From an optimization exercise on the open Yosys and OpenROAD flow, aimed at small area; shortcuts taken in it are not production practice. Function was checked by simulation only, so behaviour that the tests miss may differ from the original. Power figures rest on the tool's default switching activity, not on a simulated workload.

==> branch yarrow: inputs <==
==> flow/design.v (excerpt) <==
module param_register_file #(
    parameter int XLEN      = 32,
    parameter int NUM_REGS  = 32,
    localparam int AW       = $clog2(NUM_REGS),
    parameter     SP_INIT   = 32'h2ffc,
    parameter int HALT_REG  = 17,
    parameter     HALT_CODE = 10
) (
    input  logic            clk,
    input  logic            reset_n,
    input  logic [AW-1:0]   rs1,
    input  logic [AW-1:0]   rs2,
    output logic [XLEN-1:0] rs1_dout,
    output logic [XLEN-1:0] rs2_dout,
    output logic            rs1_busy,
    output logic            rs2_busy,
    input  logic [AW-1:0]   rd,
    input  logic [XLEN-1:0] rd_din,
    input  logic            write_enable,
    input  logic            mark_valid,
    input  logic [AW-1:0]   mark_rd,
    input  logic            ecall,
    output logic            is_halted
);
==> module rf_aoi222, before the edit <==
module rf_aoi222 (
    input  logic a0, b0, a1, b1, a2, b2,
    output logic y
);
    assign y = ~((a0 & b0) | (a1 & b1) | (a2 & b2));
endmodule
==> module rf_aoi21, before the edit <==
module rf_aoi21 (
    input  logic a0, b0, c,
    output logic y
);
    assign y = ~((a0 & b0) | c);
endmodule
==> module rf_nand2, before the edit <==
module rf_nand2 (
    input  logic a, b,
    output logic y
);
    assign y = ~(a & b);
endmodule
==> module rf_nand4, before the edit <==
module rf_nand4 (
    input  logic a, b, c, d,
    output logic y
);
    assign y = ~(a & b & c & d);
endmodule
==> module rf_nand3, before the edit <==
module rf_nand3 (
    input  logic a, b, c,
    output logic y
);
    assign y = ~(a & b & c);
endmodule
==> module rf_or3, before the edit <==
module rf_or3 (
    input  logic a, b, c,
    output logic y
);
    assign y = a | b | c;
endmodule
==> module rf_rdbit, before the edit <==
module rf_rdbit #(
    parameter bit USE_RST = 1'b0
) (
    input  logic [31:1] sel,
    input  logic [31:1] d,
    input  logic        rst,
    output logic        y
);
    logic [10:0] n;
    logic [2:0]  p;
    for (genvar k = 0; k < 10; k++) begin : g_grp
        rf_aoi222 u_g (
            .a0(sel[3*k+1]), .b0(d[3*k+1]),
            .a1(sel[3*k+2]), .b1(d[3*k+2]),
            .a2(sel[3*k+3]), .b2(d[3*k+3]),
            .y (n[k])
        );
    end
    if (USE_RST) begin : g_rst
        rf_aoi21 u_l (.a0(sel[31]), .b0(d[31]), .c(rst), .y(n[10]));
    end else begin : g_norst
        rf_nand2 u_l (.a(sel[31]), .b(d[31]), .y(n[10]));
    end
    rf_nand4 u_p0 (.a(n[0]), .b(n[1]), .c(n[2]),  .d(n[3]), .y(p[0]));
    rf_nand4 u_p1 (.a(n[4]), .b(n[5]), .c(n[6]),  .d(n[7]), .y(p[1]));
    rf_nand3 u_p2 (.a(n[8]), .b(n[9]), .c(n[10]),           .y(p[2]));
    rf_or3   u_o  (.a(p[0]), .b(p[1]), .c(p[2]), .y(y));
endmodule
==> module param_register_file, before the edit <==
module param_register_file #(
    parameter int XLEN      = 32,
    parameter int NUM_REGS  = 32,
    localparam int AW       = $clog2(NUM_REGS),
    parameter     SP_INIT   = 32'h2ffc,
    parameter int HALT_REG  = 17,
    parameter     HALT_CODE = 10
) (
    input  logic            clk,
    input  logic            reset_n,
    input  logic [AW-1:0]   rs1,
    input  logic [AW-1:0]   rs2,
    output logic [XLEN-1:0] rs1_dout,
    output logic [XLEN-1:0] rs2_dout,
    output logic            rs1_busy,
    output logic            rs2_busy,
    input  logic [AW-1:0]   rd,
    input  logic [XLEN-1:0] rd_din,
    input  logic            write_enable,
    input  logic            mark_valid,
    input  logic [AW-1:0]   mark_rd,
    input  logic            ecall,
    output logic            is_halted
);
    localparam logic [XLEN-1:0] SP_VAL   = XLEN'(SP_INIT);
    localparam logic [XLEN-1:0] HALT_VAL = XLEN'(HALT_CODE);
    logic [XLEN-1:0]     regs [NUM_REGS];    
    logic [NUM_REGS-1:1] wrtn;               
    logic [NUM_REGS-1:1] busy;
    logic                halted;
    logic                wr_ok;
    logic                mk_ok;
    logic [NUM_REGS-1:1] wsel;
    logic [NUM_REGS-1:1] msel;
    assign wr_ok     = write_enable && !halted;
    assign mk_ok     = mark_valid && !halted;
    assign is_halted = halted;
    always_comb begin
        for (int i = 1; i < NUM_REGS; i++) begin
            wsel[i] = wr_ok && (rd == AW'(i));
            msel[i] = mk_ok && (mark_rd == AW'(i));
        end
    end
    logic halt_hit;
    assign halt_hit = wrtn[HALT_REG] && (regs[HALT_REG] == HALT_VAL);
    always_ff @(posedge clk) begin
        for (int i = 1; i < NUM_REGS; i++) begin
            if (wsel[i]) regs[i] <= rd_din;
        end
    end
    always_ff @(posedge clk) begin
        if (!reset_n) begin
            wrtn   <= '0;
            busy   <= '0;
            halted <= 1'b0;
        end else begin
            for (int i = 1; i < NUM_REGS; i++) begin
                if (wsel[i]) wrtn[i] <= 1'b1;
                if (msel[i]) busy[i] <= 1'b1;
                else if (wsel[i]) busy[i] <= 1'b0;
            end
            if (ecall && !halted && halt_hit) begin
                halted <= 1'b1;
            end
        end
    end
    logic [NUM_REGS-1:1] s1, s2;
    logic                s1_rst, s2_rst;
    always_comb begin
        for (int i = 1; i < NUM_REGS; i++) begin
            s1[i] = (rs1 == AW'(i)) && wrtn[i];
            s2[i] = (rs2 == AW'(i)) && wrtn[i];
        end
        s1_rst = (rs1 == AW'(2)) && !wrtn[2];
        s2_rst = (rs2 == AW'(2)) && !wrtn[2];
    end
    logic [NUM_REGS-1:1] col [XLEN];
    always_comb begin
        for (int b = 0; b < XLEN; b++) begin
            for (int i = 1; i < NUM_REGS; i++) begin
                col[b][i] = regs[i][b];
            end
        end
    end
    for (genvar b = 0; b < XLEN; b++) begin : g_rd
        rf_rdbit #(.USE_RST(SP_VAL[b])) u_r1 (.sel(s1), .d(col[b]), .rst(s1_rst), .y(rs1_dout[b]));
        rf_rdbit #(.USE_RST(SP_VAL[b])) u_r2 (.sel(s2), .d(col[b]), .rst(s2_rst), .y(rs2_dout[b]));
    end
    always_comb begin
        rs1_busy = (rs1 != '0) && busy[rs1];
        rs2_busy = (rs2 != '0) && busy[rs2];
    end
endmodule
Settings: LEC_CHECK=0, CAP_MARGIN=20, CORE_MARGIN=2, CORE_UTILIZATION=65, SLEW_MARGIN=20, SYNTH_HIERARCHICAL=1; clock period 6.0 ns.
run.sh (not shown) runs the stock make flow with config.mk's settings and CLKGATE_MAP_FILE= SYNTH_SCRIPT=/design/flow/synth_recipe.tcl, a recipe that flattens the netlist after the stock synthesis.
==> branch cedar (differences from branch yarrow) <==
==> flow/design.v (replaced) <==
module param_register_file #(
    parameter int XLEN      = 32,
    parameter int NUM_REGS  = 32,
    localparam int AW       = $clog2(NUM_REGS),
    parameter     SP_INIT   = 32'h2ffc,
    parameter int HALT_REG  = 17,
    parameter     HALT_CODE = 10
) (
    input  logic            clk,
    input  logic            reset_n,
    input  logic [AW-1:0]   rs1,
    input  logic [AW-1:0]   rs2,
    output logic [XLEN-1:0] rs1_dout,
    output logic [XLEN-1:0] rs2_dout,
    output logic            rs1_busy,
    output logic            rs2_busy,
    input  logic [AW-1:0]   rd,
    input  logic [XLEN-1:0] rd_din,
    input  logic            write_enable,
    input  logic            mark_valid,
    input  logic [AW-1:0]   mark_rd,
    input  logic            ecall,
    output logic            is_halted
);
    localparam logic [XLEN-1:0] SP_VAL   = XLEN'(SP_INIT);
    localparam logic [XLEN-1:0] HALT_VAL = XLEN'(HALT_CODE);
    localparam logic [AW-1:0]   HALT_IDX = AW'(HALT_REG);
    logic [XLEN-1:0]     regs [NUM_REGS];
    logic [NUM_REGS-1:0] busy;
    logic                halted;
    logic                wr_ok;
    logic                mk_ok;
    logic [XLEN-1:0]     x_halt;
    assign wr_ok     = write_enable && !halted && (rd != '0);
    assign mk_ok     = mark_valid && !halted && (mark_rd != '0);
    assign is_halted = halted;
    always_comb begin
        rs1_dout = (rs1 == '0) ? '0 : regs[rs1];
        rs2_dout = (rs2 == '0) ? '0 : regs[rs2];
        rs1_busy = busy[rs1];
        rs2_busy = busy[rs2];
        x_halt   = (HALT_IDX == '0) ? '0 : regs[HALT_IDX];
    end
    always_ff @(posedge clk) begin
        if (!reset_n) begin
            for (int i = 0; i < NUM_REGS; i++) begin
                regs[i] <= (i == 2) ? SP_VAL : '0;
            end
            busy   <= '0;
            halted <= 1'b0;
        end else begin
            if (wr_ok) begin
                regs[rd] <= rd_din;
                busy[rd] <= 1'b0;
            end
            if (mk_ok) begin
                busy[mark_rd] <= 1'b1;
            end
            if (ecall && !halted && (x_halt == HALT_VAL)) begin
                halted <= 1'b1;
            end
        end
    end
endmodule
Settings changed: CORE_UTILIZATION 65 to 40, SYNTH_HIERARCHICAL 1 to default.
==> branch indigo (differences from branch yarrow) <==
--- a/flow/design.v
+++ b/flow/design.v
@@ -1 +1,7 @@
+module rf_ao22 (
+    input  logic a0, b0, a1, b1,
+    output logic y
+);
+    assign y = (a0 & b0) | (a1 & b1);
+endmodule
 module rf_aoi222 (
@@ -5,8 +11,2 @@
     assign y = ~((a0 & b0) | (a1 & b1) | (a2 & b2));
-endmodule
-module rf_aoi21 (
-    input  logic a0, b0, c,
-    output logic y
-);
-    assign y = ~((a0 & b0) | c);
 endmodule
@@ -36,8 +36,5 @@
 endmodule
-module rf_rdbit #(
-    parameter bit USE_RST = 1'b0
-) (
+module rf_rdbit (
     input  logic [31:1] sel,
     input  logic [31:1] d,
-    input  logic        rst,
     output logic        y
@@ -54,7 +51,3 @@
     end
-    if (USE_RST) begin : g_rst
-        rf_aoi21 u_l (.a0(sel[31]), .b0(d[31]), .c(rst), .y(n[10]));
-    end else begin : g_norst
-        rf_nand2 u_l (.a(sel[31]), .b(d[31]), .y(n[10]));
-    end
+    rf_nand2 u_l  (.a(sel[31]), .b(d[31]), .y(n[10]));
     rf_nand4 u_p0 (.a(n[0]), .b(n[1]), .c(n[2]),  .d(n[3]), .y(p[0]));
@@ -91,3 +84,2 @@
     logic [XLEN-1:0]     regs [NUM_REGS];    
-    logic [NUM_REGS-1:1] wrtn;               
     logic [NUM_REGS-1:1] busy;
@@ -107,7 +99,30 @@
     end
-    logic halt_hit;
-    assign halt_hit = wrtn[HALT_REG] && (regs[HALT_REG] == HALT_VAL);
+    logic [NUM_REGS-1:1] ld, ldn;
+    assign ld  = wsel & {(NUM_REGS-1){reset_n}};
+    assign ldn = ~wsel & {(NUM_REGS-1){reset_n}};
+    logic ld_sp;                  
+    logic [XLEN-1:0] wdat_sp;
+    assign ld_sp   = wsel[2] | !reset_n;
+    assign wdat_sp = rd_din | {XLEN{!reset_n}};
+    logic [XLEN-1:0] nxt [NUM_REGS];
+    for (genvar i = 1; i < NUM_REGS; i++) begin : g_wr
+        for (genvar b = 0; b < XLEN; b++) begin : g_bit
+            if (i == 2 && SP_VAL[b]) begin : g_sp
+                rf_ao22 u_m (
+                    .a0(ld_sp),  .b0(wdat_sp[b]),
+                    .a1(ldn[i]), .b1(regs[i][b]),
+                    .y (nxt[i][b])
+                );
+            end else begin : g_pl
+                rf_ao22 u_m (
+                    .a0(ld[i]),  .b0(rd_din[b]),
+                    .a1(ldn[i]), .b1(regs[i][b]),
+                    .y (nxt[i][b])
+                );
+            end
+        end
+    end
     always_ff @(posedge clk) begin
         for (int i = 1; i < NUM_REGS; i++) begin
-            if (wsel[i]) regs[i] <= rd_din;
+            regs[i] <= nxt[i];
         end
@@ -116,3 +131,2 @@
         if (!reset_n) begin
-            wrtn   <= '0;
             busy   <= '0;
@@ -121,3 +135,2 @@
             for (int i = 1; i < NUM_REGS; i++) begin
-                if (wsel[i]) wrtn[i] <= 1'b1;
                 if (msel[i]) busy[i] <= 1'b1;
@@ -125,3 +138,3 @@
             end
-            if (ecall && !halted && halt_hit) begin
+            if (ecall && !halted && (regs[HALT_REG] == HALT_VAL)) begin
                 halted <= 1'b1;
@@ -131,10 +144,7 @@
     logic [NUM_REGS-1:1] s1, s2;
-    logic                s1_rst, s2_rst;
     always_comb begin
         for (int i = 1; i < NUM_REGS; i++) begin
-            s1[i] = (rs1 == AW'(i)) && wrtn[i];
-            s2[i] = (rs2 == AW'(i)) && wrtn[i];
+            s1[i] = (rs1 == AW'(i));
+            s2[i] = (rs2 == AW'(i));
         end
-        s1_rst = (rs1 == AW'(2)) && !wrtn[2];
-        s2_rst = (rs2 == AW'(2)) && !wrtn[2];
     end
@@ -149,9 +159,7 @@
     for (genvar b = 0; b < XLEN; b++) begin : g_rd
-        rf_rdbit #(.USE_RST(SP_VAL[b])) u_r1 (.sel(s1), .d(col[b]), .rst(s1_rst), .y(rs1_dout[b]));
-        rf_rdbit #(.USE_RST(SP_VAL[b])) u_r2 (.sel(s2), .d(col[b]), .rst(s2_rst), .y(rs2_dout[b]));
+        rf_rdbit u_r1 (.sel(s1), .d(col[b]), .y(rs1_dout[b]));
+        rf_rdbit u_r2 (.sel(s2), .d(col[b]), .y(rs2_dout[b]));
     end
-    always_comb begin
-        rs1_busy = (rs1 != '0) && busy[rs1];
-        rs2_busy = (rs2 != '0) && busy[rs2];
-    end
+    rf_rdbit u_b1 (.sel(s1), .d(busy), .y(rs1_busy));
+    rf_rdbit u_b2 (.sel(s2), .d(busy), .y(rs2_busy));
 endmodule
==> flow/flow/run.sh (new file) <==
#!/bin/bash
# Layout flow: the standard flow (standard.sh), with these changes after
# the standard synthesis:
#   - the port buffers are sky130_fd_sc_hd__buf_1 instead of the resizer's
#     default pick (a delay cell four times the size);
#   - the clock tree uses clkbuf_8 buffers, each driving at most 15 flip-flops
#     within 50 um, and no dummy loads.
# Every ORFS step keeps its own log under orfs/logs; the two standard.sh
# calls log to flow_synth.log and flow_layout.log here.
set -euo pipefail

# 1. The standard synthesis, unchanged.
bash standard.sh synth > flow_synth.log 2>&1

# 2. Settings for the layout steps. Synthesis is not rerun by step 3: its
#    results do not depend on config.mk.
cat >> config.mk <<'EOC'
export BUFFER_PORTS_ARGS = -buffer_cell sky130_fd_sc_hd__buf_1
export CTS_ARGS = -sink_clustering_enable -repair_clock_nets -dont_use_dummy_load -buf_list sky130_fd_sc_hd__clkbuf_8 -sink_clustering_size 15 -sink_clustering_max_diameter 50
EOC

# 3. Floorplan to the final layout; standard.sh writes out/final.def.
bash standard.sh > flow_layout.log 2>&1
==> flow/standard.sh (new file) <==
#!/bin/bash
# synth_recipe.tcl (not shown) runs the flow's synth.tcl, then flattens the netlist and writes it again
# the make line also repeats each setting of config.mk as NAME=value (left out here)
make -C /OpenROAD-flow-scripts/flow DESIGN_CONFIG=/design/flow/config.mk WORK_HOME=/design/flow/orfs CLKGATE_MAP_FILE= SYNTH_SCRIPT=/design/flow/synth_recipe.tcl "${@:-finish}"
Settings changed: BUFFER_PORTS_ARGS from default to -buffer_cell sky130_fd_sc_hd__buf_1, CORE_UTILIZATION 65 to 58, CTS_ARGS from default to -sink_clustering_enable -repair_clock_nets -dont_use_dummy_load -buf_list sky130_fd_sc_hd__clkbuf_8 -sink_clustering_size 15 -sink_clustering_max_diameter 50, SETUP_SLACK_MARGIN from default to 0.5.
removed: flow/run.sh
==> comparison table <==
quantity	branch yarrow	branch cedar	branch indigo
Routed length on met1	44,600 um	78,600 um	61,800 um
Layout filler cell count	3,793	12.2k	5,161
Post-DP HPWL	84,700 um	114,000 um	106,000 um
Global routing usage summed across all routing layers	0.429	0.261	0.505
Nets@finish	2,814	3,882	3,680
Run status	no timing/DRC/antenna violations	no timing/DRC/antenna violations	no timing/DRC/antenna violations
Share of Yosys cell area claimed by the top area cell type	0.708	0.539	0.522
Destination of the worst hold path	wrtn[27]$_SDFFE_PN0P_	busy[10]$_SDFF_PN0_	busy[26]$_SDFFE_PN0P_
Worst path depth	10	9	8
Power density over the cells	303 nW/um^2	278 nW/um^2	259 nW/um^2
Internal reg-to-reg setup slack	3040 ps	2880 ps	2880 ps
Via count normalized by instance count	8.55	6.20	9.10
Number of iterations in the first detailed-routing pass	14	7	22
Critical path origin	rs1[0]	rs2[0]	rs1[0]

-- separate check: timing with driven ports --
The results above use ideal ports. As a check the final layouts listed here were re-extracted and re-timed, cells and wires unchanged. Step 1 sets driving cells, clkbuf_16 on the clock port and buf_2 on the other inputs (assumed; they add their load-dependent delay and slew). Step 2 moves the port delays by t, midway between the first and last clock arrival at a register: inputs arrive t later, outputs are due t later. That takes back most of the time a late clock gives input paths. Three values: no drivers, after step 1, after step 2; two values: the first two.
| run | t (ns) | setup WS [ns] | worst setup path at the end |
|---|---|---|---|
| branch yarrow | 0.730 | 0.080 / 0.054 / 0.054 | input to output |
| branch cedar | 0.807 | 0.382 / 0.317 / 0.317 | input to output |
| branch indigo | 0.811 | 0.340 / 0.317 / 0.317 | input to output |
After both steps setup and hold are still met in every run listed. For branch cedar, which loses most, drivers alone change the setup slack by -0.065 ns; drivers and shift together by -0.065 ns.
